Source: an optimization exercise on an open RTL-to-GDS flow (aim: small area, a short achievable clock period and few clock cycles). Production flows keep margins and buffers that such runs may drop. RTL that was checked went through simulation tests only; none was proved equivalent to the original. No activity file was given, so power comes from the tool's default toggle rates.

==> module aluDecode, before the edit <==
module aluDecode (
    input  logic [datapathPkg::opWidth-1:0]       aluOp,
    input  logic                                  incB,
    input  logic                                  loadA,    
    output datapathPkg::aluCtrl                   ctrl
);
    always_comb begin
        ctrl = '0;
        if (incB) begin
            ctrl.selSum  = 1'b1;    
            ctrl.carryIn = 1'b1;
        end else begin
            case (aluOp)
                opAdd:  begin ctrl.selSum = 1'b1; ctrl.useA = 1'b1; end
                opSub:  begin ctrl.selSum = 1'b1; ctrl.useA = 1'b1; ctrl.invB = 1'b1; ctrl.carryIn = 1'b1; end
                opNeg:  begin ctrl.selSum = 1'b1; ctrl.invB = 1'b1; ctrl.carryIn = 1'b1; end
                opAnd:  ctrl.selAnd = 1'b1;
                opOr:   ctrl.selOr  = 1'b1;
                opNot:  begin ctrl.selSum = 1'b1; ctrl.invB = 1'b1; end    
                opShr:  begin ctrl.selShift = 1'b1; ctrl.maskRight = 1'b1; end
                opShra: begin ctrl.selShift = 1'b1; ctrl.maskRight = 1'b1; ctrl.fillSign = 1'b1; end
                opShl:  begin ctrl.selShift = 1'b1; ctrl.rotLeft = 1'b1; ctrl.maskLeft = 1'b1; end
                opRor:  ctrl.selShift = 1'b1;
                opRol:  begin ctrl.selShift = 1'b1; ctrl.rotLeft = 1'b1; end
                opMul:  begin
                    ctrl.mul = 1'b1;
                    if (loadA) begin
                        ctrl.selShift = 1'b1; ctrl.noShift = 1'b1; ctrl.mulSwap = 1'b1;
                    end else begin
                        ctrl.selSum = 1'b1;    
                    end
                end
                default: ;
            endcase
        end
    end
endmodule
==> module aluUnit, before the edit <==
module aluUnit (
    input  logic [datapathPkg::dataWidth-1:0]     opA,
    input  logic [datapathPkg::dataWidth-1:0]     opB,
    input  datapathPkg::aluCtrl                   ctrl,
    output logic [datapathPkg::dataWidth-1:0]     lowWord,
    input  logic                                  mulOn,
    input  datapathPkg::boothDigit                digit,
    input  logic [datapathPkg::dataWidth-1:0]     hiIn,
    input  logic [datapathPkg::dataWidth-1:0]     loIn,
    output logic [datapathPkg::dataWidth-1:0]     hiOut,
    output logic [datapathPkg::dataWidth-1:0]     loOut
);
    localparam int sumWidth = dataWidth + 2;
    logic [shiftWidth-1:0] shAmt;
    logic [sumWidth-1:0]   mcand, row, addX, addW, sumWide;
    logic                  carry;
    logic [shiftWidth-1:0] rotAmt;
    logic [dataWidth-1:0]  rot [shiftWidth+1];
    logic [dataWidth-1:0]  maskR, maskL, keep, shiftRes;
    assign shAmt = opB[shiftWidth-1:0];    
    assign mcand = {{2{opA[dataWidth-1]}}, opA};
    assign row   = (({sumWidth{digit.one}} & mcand) | ({sumWidth{digit.two}} & (mcand << 1)))
                 ^ {sumWidth{digit.neg}};
    always_comb begin
        if (mulOn) begin
            addX  = {{2{hiIn[dataWidth-1]}}, hiIn};
            addW  = row;
            carry = digit.neg;
        end else begin
            addX  = ctrl.useA ? {2'b0, opA} : '0;
            addW  = {2'b0, ctrl.invB ? ~opB : opB};
            carry = ctrl.carryIn;
        end
    end
    assign sumWide = addX + addW + {{(sumWidth-1){1'b0}}, carry};
    assign hiOut   = sumWide[dataWidth+1:2];
    assign loOut   = {sumWide[1:0], loIn[dataWidth-1:2]};
    assign rotAmt = ctrl.noShift ? '0 : ctrl.rotLeft ? (~shAmt + 1'b1) : shAmt;
    assign rot[0] = opA;
    for (genvar k = 0; k < shiftWidth; k++) begin : gRot
        assign rot[k+1] = rotAmt[k] ? {rot[k][(1<<k)-1:0], rot[k][dataWidth-1:(1<<k)]} : rot[k];
    end
    assign maskR    = {dataWidth{1'b1}} >> shAmt;
    assign maskL    = {dataWidth{1'b1}} << shAmt;
    assign keep     = ctrl.maskRight ? maskR : ctrl.maskLeft ? maskL : {dataWidth{1'b1}};
    assign shiftRes = (rot[shiftWidth] & keep) | (~keep & {dataWidth{ctrl.fillSign && opA[dataWidth-1]}});
    assign lowWord = ({dataWidth{ctrl.selSum}}   & sumWide[dataWidth-1:0])
                   | ({dataWidth{ctrl.selAnd}}   & (opA & opB))
                   | ({dataWidth{ctrl.selOr}}    & (opA | opB))
                   | ({dataWidth{ctrl.selShift}} & shiftRes);
endmodule
export LEC_CHECK = 0
export CAP_MARGIN = 20
export CORE_MARGIN = 2
export CORE_UTILIZATION = 40
export SLEW_MARGIN = 20
create_clock -name core_clock -period 13.0 [get_ports {Clock}]
standard.sh (not shown) runs the stock make flow with config.mk's settings and CLKGATE_MAP_FILE= SYNTH_SCRIPT=/design/flow/synth_recipe.tcl, a recipe that flattens the netlist after the stock synthesis.
==> flow/flow/run.sh <==
#!/bin/bash
# The standard layout (standard.sh), with the extra make settings listed in
# flow/knobs.txt: the timing repair aims for extra setup slack, so that the
# tools keep shortening paths below the required period.
set -euo pipefail
cd "$(dirname "$0")/.."
args=()
while IFS= read -r line; do
    [[ -n "$line" && "$line" != \#* ]] && args+=("$line")
done < flow/knobs.txt
bash standard.sh "${args[@]}" finish > flow_make.log 2>&1
==> flow/flow/knobs.txt <==
SETUP_SLACK_MARGIN=8.8
CTS_ARGS=-sink_clustering_enable -repair_clock_nets -dont_use_dummy_load -sink_clustering_size 24 -sink_clustering_max_diameter 120
Next try:
--- a/flow/design.v
+++ b/flow/design.v
@@ -12,10 +12,11 @@
         logic invB;        
         logic carryIn;     
         logic selSum;      
         logic selAnd;      
         logic selOr;       
+        logic selNot;      
         logic selShift;    
         logic rotLeft;     
         logic maskRight;   
         logic maskLeft;    
         logic fillSign;    
@@ -142,11 +143,11 @@
                 opAdd:  begin ctrl.selSum = 1'b1; ctrl.useA = 1'b1; end
                 opSub:  begin ctrl.selSum = 1'b1; ctrl.useA = 1'b1; ctrl.invB = 1'b1; ctrl.carryIn = 1'b1; end
                 opNeg:  begin ctrl.selSum = 1'b1; ctrl.invB = 1'b1; ctrl.carryIn = 1'b1; end
                 opAnd:  ctrl.selAnd = 1'b1;
                 opOr:   ctrl.selOr  = 1'b1;
-                opNot:  begin ctrl.selSum = 1'b1; ctrl.invB = 1'b1; end    
+                opNot:  ctrl.selNot = 1'b1;
                 opShr:  begin ctrl.selShift = 1'b1; ctrl.maskRight = 1'b1; end
                 opShra: begin ctrl.selShift = 1'b1; ctrl.maskRight = 1'b1; ctrl.fillSign = 1'b1; end
                 opShl:  begin ctrl.selShift = 1'b1; ctrl.rotLeft = 1'b1; ctrl.maskLeft = 1'b1; end
                 opRor:  ctrl.selShift = 1'b1;
                 opRol:  begin ctrl.selShift = 1'b1; ctrl.rotLeft = 1'b1; end
@@ -220,10 +221,11 @@
     assign keep     = ctrl.maskRight ? maskR : ctrl.maskLeft ? maskL : {dataWidth{1'b1}};
     assign shiftRes = (rot[shiftWidth] & keep) | (~keep & {dataWidth{ctrl.fillSign && opA[dataWidth-1]}});
     assign lowWord = ({dataWidth{ctrl.selSum}}   & sumWide[dataWidth-1:0])
                    | ({dataWidth{ctrl.selAnd}}   & (opA & opB))
                    | ({dataWidth{ctrl.selOr}}    & (opA | opB))
+                   | ({dataWidth{ctrl.selNot}}   & ~opB)
                    | ({dataWidth{ctrl.selShift}} & shiftRes);
 endmodule
 `timescale 1ns/1ps
 import datapathPkg::*;
 module busDatapath (
Outcome:
- final area is about the same
- sequential share of layout area is lower by 0.10 points
- worst setup slack improves by 0.30 ns
- count of clock-buffer cells in the layout is lower by 2
- total power is higher by about 1%
- core utilization is lower by 0.14 points
- die area is higher by about 1.2%
- cell count stays flat
- worst hold slack degrades by 0.020 ns
- global-route usage is lower by 1.0 points
Testbench counts after the change, summed over its fixed seeds: cycles 251,526.
Function not checked in the first run of this note: the RTL went through the layout flow alone.

* * *

busDatapath, a different RTL version from the one above (not shown whole).
For scale: about 130 I/O pins, ~38000 um^2 of cells after synthesis.
Design busDatapath, start of the top module:
module busDatapath (
    input  logic                                  Clock,
    input  logic                                  rstN,
    input  logic                                  stepReq,
    output logic                                  stepAck,
    input  logic                                  PCout,
    input  logic                                  PCin,
    input  logic                                  IncPC,
    input  logic                                  MARin,
    input  logic                                  MDRin,
    input  logic                                  MDRout,
    input  logic                                  Read,
    input  logic                                  IRin,
    input  logic                                  Yin,
    input  logic                                  Zin,
    input  logic                                  Zhighout,
    input  logic                                  Zlowout,
    input  logic                                  HIin,
    input  logic                                  HIout,
    input  logic                                  LOin,
    input  logic                                  LOout,
    input  logic                                  Gra,
    input  logic                                  Grb,
    input  logic                                  Grc,
    input  logic                                  Rin,
    input  logic                                  Rout,
    input  logic                                  BAout,
    input  logic                                  Cout,
    input  logic [datapathPkg::opWidth-1:0]       aluOp,
    input  logic [datapathPkg::dataWidth-1:0]     memDataIn,
    output logic [datapathPkg::dataWidth-1:0]     memDataOut,
    output logic [datapathPkg::dataWidth-1:0]     memAddr
);
==> flow/config.mk <==
export PLATFORM = sky130hd
export DESIGN_NAME = busDatapath
export DESIGN_NICKNAME = busDatapath
export VERILOG_FILES = /design/flow/design.v
export SDC_FILE = /design/flow/constraint.sdc
export NUM_CORES = 4
export LEC_CHECK = 0
export CAP_MARGIN = 20
export CORE_MARGIN = 2
export CORE_UTILIZATION = 40
export SLEW_MARGIN = 20
==> flow/constraint.sdc <==
create_clock -name core_clock -period 13.0 [get_ports {Clock}]
set_input_delay 2.6000 -clock core_clock [delete_from_list [all_inputs] [get_ports {Clock}]]
set_output_delay 2.6000 -clock core_clock [all_outputs]
set_load 0.01 [all_outputs]
==> flow/flow/knobs.txt <==
SETUP_SLACK_MARGIN=9.0
CTS_ARGS=-sink_clustering_enable -repair_clock_nets -dont_use_dummy_load
Scripts as last shown in full above: flow/flow/run.sh
Then changed:
--- a/flow/design.v
+++ b/flow/design.v
@@ -63,32 +63,31 @@
 import datapathPkg::*;
 module selectEncode (
     input  datapathPkg::irWord                    ir,
     input  logic                                  Gra,
     input  logic                                  Grb,
     input  logic                                  Grc,
+    input  logic [datapathPkg::regCount-1:0]      raHot,    
+    input  logic [datapathPkg::regCount-1:0]      rbHot,    
+    input  logic [datapathPkg::regCount-1:0]      rcHot,
     input  logic                                  readEn,
     input  logic                                  BAout,
     output logic [datapathPkg::regCount-1:0]      readHot,
     output logic [datapathPkg::regIdxWidth-1:0]   selIdx,
     output logic [datapathPkg::dataWidth-1:0]     constExt
 );
-    logic [regCount-1:0] raHot, rbHot, rcHot;
     logic                noGroup;
     logic                constSign;
     always_comb begin
         selIdx = '0;
         if (Gra) selIdx = selIdx | ir.rFormat.ra;
         if (Grb) selIdx = selIdx | ir.rFormat.rb;
         if (Grc) selIdx = selIdx | ir.rFormat.rc;
     end
     assign noGroup = !Gra && !Grb && !Grc;
     for (genvar i = 0; i < regCount; i++) begin : gHot
-        assign raHot[i] = (ir.rFormat.ra == i);
-        assign rbHot[i] = (ir.rFormat.rb == i);
-        assign rcHot[i] = (ir.rFormat.rc == i);
         if (i == 0) begin : gZero
             assign readHot[i] = readEn && !BAout &&
                                 ((Gra && raHot[i]) || (Grb && rbHot[i]) ||
                                  (Grc && rcHot[i]) || noGroup);
         end else begin : gOther
             assign readHot[i] = readEn &&
@@ -298,12 +297,14 @@
     output logic [datapathPkg::dataWidth-1:0]     memAddr
 );
     logic                   stepEn;
     logic [dataWidth-1:0]   busData;
     logic [dataWidth-1:0]   pcReg;
     datapathPkg::irWord     irReg;
+    datapathPkg::irWord     irNext;
+    logic [regCount-1:0]    raHot, rbHot, rcHot;    
     logic [dataWidth-1:0]   marReg;
     logic [dataWidth-1:0]   mdrReg;
     logic [dataWidth-1:0]   yReg;
     logic [2*dataWidth-1:0] zReg;
     logic [dataWidth-1:0]   hiReg;
     logic [dataWidth-1:0]   loReg;
@@ -348,12 +349,15 @@
     assign eC   = rstN && Cout;
     selectEncode uSelect (
         .ir       (irReg),
         .Gra      (Gra),
         .Grb      (Grb),
         .Grc      (Grc),
+        .raHot    (raHot),
+        .rbHot    (rbHot),
+        .rcHot    (rcHot),
         .readEn   (eR),
         .BAout    (BAout),
         .readHot  (readHot),
         .selIdx   (selIdx),
         .constExt (constExt)
     );
@@ -451,15 +455,23 @@
             mulDigit <= firstDigit;
         end else begin
             mulCnt   <= mulCnt - 1'b1;
             mulDigit <= nextDigit;
         end
     end
+    assign irNext = (!rstN || pendIR) ? writeData : irReg;
+    always_ff @(posedge Clock) begin
+        for (int i = 0; i < regCount; i++) begin
+            raHot[i] <= (irNext.rFormat.ra == i);
+            rbHot[i] <= (irNext.rFormat.rb == i);
+            rcHot[i] <= (irNext.rFormat.rc == i);
+        end
+    end
     always_ff @(posedge Clock) begin
         if (!rstN || pendPC) pcReg <= writeData;
-        if (!rstN || pendIR) irReg <= writeData;
+        irReg <= irNext;
         if (!rstN || pendHI) hiReg <= writeData;
         if (!rstN || pendLO) loReg <= writeData;
         if (!rstN || pendY) yReg <= writeData;
         if (pendZ || mulBusy) begin
             if (mulBusy) begin
                 zReg <= {mulHi, mulLo};
First-iteration DRC count is higher by 9.4%. Global-route usage rose by 0.53 points. Hold slack loses 3.9 ps. Power came out lower by 7.1%. Maximum frequency increases by 3.5%. Cell count rises by 6.4%. Setup slack is better by 150 ps. Area after synthesis went up by 3.2%. Routed wire length went up by 6.6%. Cell area came out higher by 5.7%. Clock skew climbs by 62 ps. Sequential cell count grows by 48. Core utilization grows by 1.1 points.
No run of this note included a check of the RTL's function; only the layout flow was run.

## afterwards: timing with drivers on the ports
How much do the figures lean on ideal ports? The routed layouts below were timed once more, with nothing changed but the port constraints.
Step 1 (the two cells are an assumption about what drives the block):
set clk [get_ports {Clock}]
set_driving_cell -lib_cell sky130_fd_sc_hd__clkbuf_16 $clk
set_driving_cell -lib_cell sky130_fd_sc_hd__buf_2 [delete_from_list [all_inputs] $clk]
Step 2 adds t to the input delays and takes it off the output delays; t is the mean of the earliest and latest rising clock arrival at the registers after step 1. Input paths then give back, and output paths get back, about the clock's delay inside the block.
Three values: ideal, step 1, step 2; two values: the first two.
run	t, ns	setup WS [ns]	worst data-port slew with drivers (ns)
the first run of note 1	0.673	8.390 / 8.405 / 7.732	0.06
the second run of note 1	0.653	8.694 / 8.725 / 8.071	0.14
the first run of note 2	0.683	8.488 / 8.514 / 7.831	0.12
the second run of note 2	0.692	8.641 / 8.641 / 8.080	0.23
After both steps every run listed still meets setup and hold. For the first run of note 1, which loses most, drivers alone change the setup slack by +0.015 ns; drivers and shift together by -0.658 ns.
